Background: an optimization exercise with open tools, aiming at small area, a short achievable clock period and few clock cycles per item. Do not read the settings as production practice. RTL that was checked went through simulation tests only; none was proved equivalent to the original. Power and IR drop assume default switching activity.

## fp_mult_stream
module fp_mult_stream #(
    parameter int WIDTH      = 32,
    parameter int INT_WIDTH  = 16,
    parameter int FRAC_WIDTH = 16,
    parameter int SIGNED     = 1,
    parameter int STAGES     = 3,
    parameter int ROUND      = 1
) (
    input  logic              clk,
    input  logic              reset,
    input  logic              in_valid,
    output logic              in_ready,
    input  logic [WIDTH-1:0]  left,
    input  logic [WIDTH-1:0]  right,
    output logic              out_valid,
    input  logic              out_ready,
    output logic [WIDTH-1:0]  out,
    output logic              ovf
);
Size: roughly 0.032 mm² of cells after synthesis.
==> flow/config.mk <==
export PLATFORM = sky130hd
export DESIGN_NAME = fp_mult_stream
export DESIGN_NICKNAME = fp_mult_stream
export VERILOG_FILES = /design/flow/design.v
export SDC_FILE = /design/flow/constraint.sdc
export NUM_CORES = 4
export LEC_CHECK = 0
export ABC_AREA = 1
export CAP_MARGIN = 20
export CORE_MARGIN = 2
export CORE_UTILIZATION = 40
export CTS_BUF_LIST = sky130_fd_sc_hd__clkbuf_8
export SLEW_MARGIN = 20
export SYNTH_HIERARCHICAL = 1
==> flow/constraint.sdc <==
create_clock -name core_clock -period 10.0 [get_ports {clk}]
set_input_delay 2.0000 -clock core_clock [delete_from_list [all_inputs] [get_ports {clk}]]
set_output_delay 2.0000 -clock core_clock [all_outputs]
set_load 0.01 [all_outputs]
standard.sh (not shown) runs the stock make flow with config.mk's settings and CLKGATE_MAP_FILE= SYNTH_SCRIPT=/design/flow/synth_recipe.tcl, a recipe that flattens the netlist after the stock synthesis.
==> flow/flow/run.sh <==
#!/bin/bash
set -euo pipefail
bash standard.sh SETUP_SLACK_MARGIN=6.1 "BUFFER_PORTS_ARGS=-buffer_cell sky130_fd_sc_hd__buf_2" finish > standard_flow.log 2>&1
Rerun with:
CTS_BUF_LIST = not set   (was sky130_fd_sc_hd__clkbuf_8)
Clock power climbs by about a fifth; area after synthesis stays the same; maximum frequency is higher slightly; final area barely changes; non-clock buffer count decreases by 3; flip-flop and latch count does not change.
Function was not checked in any run of this note: the RTL went through the layout flow alone.


Setup of JK:
Another version of the RTL of fp_mult_stream (not shown whole).
For scale: ~3000 cells after synthesis, roughly 0.033 mm² of cells after synthesis.
clock: 10.0 ns
lec_check: 0
abc_area: 1
cap_margin: 20
core_margin: 2
core_utilization: 40
cts_buf_list: sky130_fd_sc_hd__clkbuf_8
slew_margin: 20
synth_hierarchical: 1
==> flow/flow/run.sh <==
#!/bin/bash
set -euo pipefail
bash standard.sh SETUP_SLACK_MARGIN=6.2 "BUFFER_PORTS_ARGS=-buffer_cell sky130_fd_sc_hd__buf_2" finish > standard_flow.log 2>&1
Testbench counts of JK, summed over its fixed seeds: cycles 16,024, items 16,000.
Here is what was changed in the inputs of MS compared with JK.
- CTS_CLUSTER_DIAMETER newly set to 110
- CTS_CLUSTER_SIZE newly set to 25
- CTS_BUF_LIST changed from sky130_fd_sc_hd__clkbuf_8 to sky130_fd_sc_hd__clkbuf_16
### Flow results
[diff] worst hold slack, MS relative to JK: improvement
Combinational cell fraction of total power (lower): JK
Diff JK -> MS: clock power went down, worst setup margin went down, summed area of non-filler cells in the final layout went down.
NOTE: peak clock frequency supported by timing in MS falls short of that of JK
Every run in the comparison, MS and JK, completed the flow with a clean layout.
Relative to JK, the count of non-CTS buffers in the layout measured on MS has increased slightly.
Comparing MS and JK, the lower core utilization was measured on MS.
### MS -> AL
- CTS_CLUSTER_DIAMETER now 100, was 110
- CTS_CLUSTER_SIZE now 20, was 25
## What came out
- Global routing met3 resource utilization essentially unchanged between MS and AL.
- In AL, the clock buffer instance count of the final layout came out 3 above the value in MS.
- Chip height: AL vs MS identical
- The clock skew in AL was lower than what MS gave.
- Diff MS -> AL: global-route usage closely matched the old numbers, final hold slack decreased by 0.010 ns relative to the old numbers, net switching power closely matched the old numbers, post-route cell area closely matched the old numbers.
The following lists how TR was set up differently from AL:
- changing CTS_BUF_LIST from sky130_fd_sc_hd__clkbuf_16 to sky130_fd_sc_hd__clkbuf_8
- removing CTS_CLUSTER_DIAMETER (formerly 100)
- removing CTS_CLUSTER_SIZE (formerly 20)
==> flow/flow/run.sh <==
#!/bin/bash
set -euo pipefail
bash standard.sh SETUP_SLACK_MARGIN=6.3 "BUFFER_PORTS_ARGS=-buffer_cell sky130_fd_sc_hd__buf_2" finish > standard_flow.log 2>&1
==> run summary <==
Measured against AL, the post-cts repair resize count of TR comes out at 2.7 times the reference value.
Cmp TR and AL / area growth from synthesis to layout / lower: AL
For the total routing usage reported by global routing, TR came in 0.52 points higher than AL did.
Looking at timing endpoint of the critical path, the cs_q[59] result is from AL; the cs_q[97] one comes from TR.
Diff AL -> TR: routed wire length increased by about 6% relative to the old numbers, cell area increased by 5.7% relative to the old numbers, number of multi-input combinational cells closely matched the old numbers.
The following lists how PW was set up differently from TR:
- GPL_ROUTABILITY_DRIVEN now 0, previously not set
==> flow/flow/run.sh <==
#!/bin/bash
set -euo pipefail
bash standard.sh SETUP_SLACK_MARGIN=6.2 "BUFFER_PORTS_ARGS=-buffer_cell sky130_fd_sc_hd__buf_2" finish > standard_flow.log 2>&1
--- outcome ---
- Summary of PW over TR: final cell count fell by 35, largest clock skew in the final design stayed essentially flat, total power fell by 0.00043 W, portion of total power attributed to combinational logic fell by 1.0 points, non-clock buffer count fell by about 14%.
- On internal power, PW does better than TR.


purple:
fp_mult_stream again, from the RTL that the note above started with.
clock: 10.0 ns
lec_check: 0
abc_area: 1
cap_margin: 20
core_margin: 2
core_utilization: 40
cts_buf_list: sky130_fd_sc_hd__clkbuf_16
cts_cluster_diameter: 80
cts_cluster_size: 30
slew_margin: 20
synth_hierarchical: 1
==> flow/flow/run.sh <==
#!/bin/bash
set -euo pipefail
bash standard.sh SETUP_SLACK_MARGIN=6.2 "BUFFER_PORTS_ARGS=-buffer_cell sky130_fd_sc_hd__buf_2" finish > standard_flow.log 2>&1
Testbench counts of purple, summed over its fixed seeds: cycles 16,024, items 16,000.
## Diff of input files: red against purple
- CTS_CLUSTER_DIAMETER changed from 80 to 100
Notes after the runs:
The share of total power in the clock network reported for red is smaller than that of purple by 1.0 points. Setup WNS purple -> red: better. The final reports for red and purple show register-to-register setup slack higher in the former.

what the ideal ports hide:
The results above use ideal ports. As a check the final layouts listed here were re-extracted and re-timed, cells and wires unchanged.
Step 1 (the two cells are an assumption about what drives the block):
set clk [get_ports {clk}]
set_driving_cell -lib_cell sky130_fd_sc_hd__clkbuf_16 $clk
set_driving_cell -lib_cell sky130_fd_sc_hd__buf_2 [delete_from_list [all_inputs] $clk]
Step 2, shift: input delay + t, output delay - t, t = (earliest + latest rising clock arrival at the registers) / 2. This alone moves slack from input paths to output paths.
a / b / c = ideal ports / drivers / drivers and shift; a / b = the first two.
run	shift t [ns]	setup WS [ns]	latest minus earliest clock arrival (ns)
the first run of note 1	0.728	6.053 / 5.989 / 6.140	0.036 / 0.036
the second run of note 1	0.627	6.094 / 6.080 / 6.094	0.046 / 0.046
JK	0.711	6.213 / 6.213 / 6.213	0.028 / 0.028
MS	0.620	6.119 / 6.119 / 6.119	0.039 / 0.038
AL	0.625	6.143 / 6.143 / 6.143	0.031 / 0.030
TR	0.717	6.269 / 6.269 / 6.269	0.028 / 0.028
PW	0.711	6.213 / 6.213 / 6.213	0.028 / 0.028
purple	0.640	6.167 / 6.167 / 6.167	0.039 / 0.040
red	0.636	6.194 / 6.194 / 6.194	0.049 / 0.050
After both steps every run listed still meets setup and hold.
